From an optimization exercise on the open Yosys and OpenROAD flow, aimed at small area; shortcuts taken in it are not production practice.
The RTL was checked by simulation tests, not by an equivalence proof against the original design.
Power and IR drop assume default switching activity.

## build 96
## bfp_quant_top
module bfp_quant_top (
  input  logic        clk_i,
  input  logic        rst_n_i,
  input  logic        wb_cyc_i,
  input  logic        wb_stb_i,
  input  logic        wb_we_i,
  input  logic [5:0]  wb_adr_i,
  input  logic [31:0] wb_dat_i,
  output logic        wb_ack_o,
  output logic [31:0] wb_dat_o
);
  logic           ack_q;
  logic           accept;
  logic           wr;
  logic [31:0]    wdat;
  logic [31:0]    lanes_q [32];
  logic [255:0]   exps;
  logic [7:0]     shared_exp;
  logic [7:0]     shexp_q;
  logic [7:0]     floor_exp;  
  logic [7:0]     hi8_n;      
  logic [7:0]     hi8_en_n;   
  logic [3:0]     lo4_rd;     
  logic [3:0]     lo4_rd_n;   
  logic [3:0]     lo4_wr_n;   
  logic [3:0]     keep;       
  logic [31:0]    code_raw;   
  logic [31:0]    lane_rd;    
  logic [31:0]    lane_en;    
  logic [2:0]     grp;
  logic [7:0]     grp_sel;    
  logic [51:0]    grp_f;      
  logic           code_hit;
  logic           shexp_hit;
  logic [31:0]    code_word;
  logic [31:0]    lane_word;
  logic [31:0]    rd_word;
  logic [31:0]    rd_dat_q;
  assign accept = wb_cyc_i & wb_stb_i & ~ack_q;
  assign wr     = accept & wb_we_i & ~wb_adr_i[5];
  always_ff @(posedge clk_i) begin
    ack_q <= rst_n_i & accept;
  end
  dec3n i_dec_hi  (.en_i(1'b1),         .all_i(1'b0),     .a_i(wb_adr_i[4:2]), .y_o(hi8_n));
  dec3n i_dec_hie (.en_i(1'b1),         .all_i(~rst_n_i), .a_i(wb_adr_i[4:2]), .y_o(hi8_en_n));
  ...
Settings: LEC_CHECK=0, CAP_MARGIN=20, CORE_MARGIN=2, CORE_UTILIZATION=60, SETUP_SLACK_MARGIN=1.0, SLEW_MARGIN=20, SYNTH_HIERARCHICAL=1, SYNTH_MINIMUM_KEEP_SIZE=0; clock period 14.0 ns.
standard.sh (not shown) runs the stock make flow with config.mk's settings and CLKGATE_MAP_FILE= SYNTH_SCRIPT=/design/flow/synth_recipe.tcl, a recipe that flattens the netlist after the stock synthesis.
==> flow/flow/run.sh <==
#!/bin/bash
# The standard layout, with a leaner clock tree (larger sink clusters driven by
# clkbuf_16, no dummy loads) and the smallest buffer on each port.
set -euo pipefail
export CTS_ARGS="-sink_clustering_enable -repair_clock_nets -dont_use_dummy_load -sink_buffer_max_cap_derate 1.0 -sink_clustering_max_diameter 200 -sink_clustering_size 22 -buf_list sky130_fd_sc_hd__clkbuf_16"
export BUFFER_PORTS_ARGS="-buffer_cell sky130_fd_sc_hd__buf_1"
bash standard.sh > standard.log 2>&1
Here is what was changed in the inputs of build 81 compared with build 96.
- SETUP_SLACK_MARGIN no longer set, was 1.0
- CORE_UTILIZATION now 70, was 60
==> flow/flow/run.sh <==
#!/bin/bash
# The standard layout, with a leaner clock tree (larger sink clusters driven by
# clkbuf_16, no dummy loads) and the smallest buffer on each port.
set -euo pipefail
export CTS_ARGS="-sink_clustering_enable -repair_clock_nets -dont_use_dummy_load -sink_buffer_max_cap_derate 1.0 -sink_clustering_max_diameter 200 -sink_clustering_size 25 -buf_list sky130_fd_sc_hd__clkbuf_16"
export BUFFER_PORTS_ARGS="-buffer_cell sky130_fd_sc_hd__buf_1"
bash standard.sh > standard.log 2>&1
--- outcome ---
- Build 96 → build 81: final period demand of the worst path now larger; global-route usage went up 5.7 points; worst relative slew slack lower.
- Combined flip-flop and latch cell area delta (build 81 -> build 96): insignificant
- Min growth of design area from synthesis to finish across build 81 and build 96: build 81
- Maximum cell stage delay along the critical path on build 81 is up relative to build 96.
- Compare build 81 and build 96 | wire length higher: build 96
- Run comparison: build 96 cell with the largest stage delay on the worst path nor2_1; build 81 cell with the largest stage delay on the worst path inv_1
The inputs of build 2 differ from those of build 81 as listed below.
- SETUP_SLACK_MARGIN now 1.5, previously not set
## What came out
Per the comparison of build 2 with build 81, final design utilization now sits higher, total power divided by cell area roughly the same, total routed wire length on the met1 layer shows no meaningful change.
Looking only at setup slack, and setting everything else aside, the higher value of build 2 and build 81 goes to build 2.
Looking at minimum clock period after layout across build 2 and build 81, the one that comes out lower is build 2.
Build 2 was carried through to the last stage, and its layout satisfied the timing, design-rule and antenna checks.
Build 81 → build 2: critical path depth shows an increase of about 4.7%; final-layout clock-cell area share shows no meaningful change; average detailed-routed wire length per instance shows no meaningful change; wire length on met2 shows an increase of about 0.8%.

---

Starting RTL as in the previous note.
export LEC_CHECK = 0
export CAP_MARGIN = 20
export CORE_MARGIN = 2
export CORE_UTILIZATION = 60
export SETUP_SLACK_MARGIN = 1.5
export SLEW_MARGIN = 20
export SYNTH_HIERARCHICAL = 1
export SYNTH_MINIMUM_KEEP_SIZE = 0
create_clock -name core_clock -period 14.0 [get_ports {clk_i}]
==> flow/flow/run.sh <==
#!/bin/bash
# The standard synthesis, its combinational logic re-mapped for area (the
# flip-flops are kept as they are), then the standard layout with a leaner
# clock tree (larger sink clusters driven by clkbuf_16, no dummy loads) and the
# smallest buffer on each port.
set -euo pipefail
export CTS_ARGS="-sink_clustering_enable -repair_clock_nets -dont_use_dummy_load -sink_buffer_max_cap_derate 1.0 -sink_clustering_max_diameter 200 -sink_clustering_size 22 -buf_list sky130_fd_sc_hd__clkbuf_16"
export BUFFER_PORTS_ARGS="-buffer_cell sky130_fd_sc_hd__buf_1"
R=orfs/results/${FLOW_PLATFORM}/bfp_quant_top/base
LIB=${FLOW_HOME}/platforms/${FLOW_PLATFORM}/lib/sky130_fd_sc_hd__tt_025C_1v80.lib
YOSYS=${FLOW_HOME}/../tools/install/yosys/bin/yosys
bash standard.sh synth > synth.log 2>&1
cp ${R}/1_2_yosys.v standard_synth.v
sed -e "s#@LIB@#${LIB}#g" -e "s#@IN@#standard_synth.v#" -e "s#@OUT@#remapped.v#" \
    -e "s#@ABC@#$(pwd)/flow/remap.abc#" -e "s#@CONSTR@#$(pwd)/flow/remap.constr#" flow/remap.ys.in > remap.ys
${YOSYS} -s remap.ys > remap.log 2>&1
cp remapped.v ${R}/1_2_yosys.v
rm -f ${R}/1_synth.odb ${R}/1_synth.sdc
bash standard.sh > standard.log 2>&1
Other scripts of this flow, unchanged in this note and not shown: flow/flow/remap.abc, flow/flow/remap.constr, flow/flow/remap.ys.in
The baseline passed the timing, design-rule and antenna checks.
Then changed:
--- a/flow/flow/run.sh
+++ b/flow/flow/run.sh
@@ -7 +7 @@
-export CTS_ARGS="-sink_clustering_enable -repair_clock_nets -dont_use_dummy_load -sink_buffer_max_cap_derate 1.0 -sink_clustering_max_diameter 200 -sink_clustering_size 22 -buf_list sky130_fd_sc_hd__clkbuf_16"
+export CTS_ARGS="-sink_clustering_enable -repair_clock_nets -dont_use_dummy_load -sink_buffer_max_cap_derate 1.0 -sink_clustering_max_diameter 200 -sink_clustering_size 25 -buf_list sky130_fd_sc_hd__clkbuf_16"
Worst setup slack gets better by 0.022 ns.
Worst hold slack gets worse by 0.020 ns.
Routed wire length shrinks slightly.
Total power is lower slightly.
Cell count hardly moves.
First-iteration DRC count increases slightly.
Global-route usage falls by 0.15 points.
Synthesized area stays the same.

-- re-timing with driven ports --
The results above use ideal ports. As a check the final layouts listed here were re-extracted and re-timed, cells and wires unchanged. Step 1, drivers: a clkbuf_16 drives clk_i and a buf_2 each remaining input, both assumed. Step 2 times the ports against the registers' clock, not the clock port: input delays grow and output delays shrink by t, the midpoint of the rising clock arrivals with the driver on. Slacks: no drivers / after step 1 / after step 2; pairs: no drivers / after step 1.
| run | t (ns) | setup WS [ns] | cell pins on the clock port's net |
|---|---|---|---|
| build 96 | 0.703 | 1.389 / 1.389 / 1.389 | 1 |
| build 81 | 0.698 | 0.575 / 0.575 / 0.575 | 1 |
| build 2 | 0.695 | 1.727 / 1.727 / 1.727 | 1 |
| the first run of note 2 | 0.707 | 2.400 / 2.400 / 2.400 | 1 |
| the second run of note 2 | 0.701 | 2.422 / 2.422 / 2.422 | 1 |
After both steps every run listed still meets setup and hold.
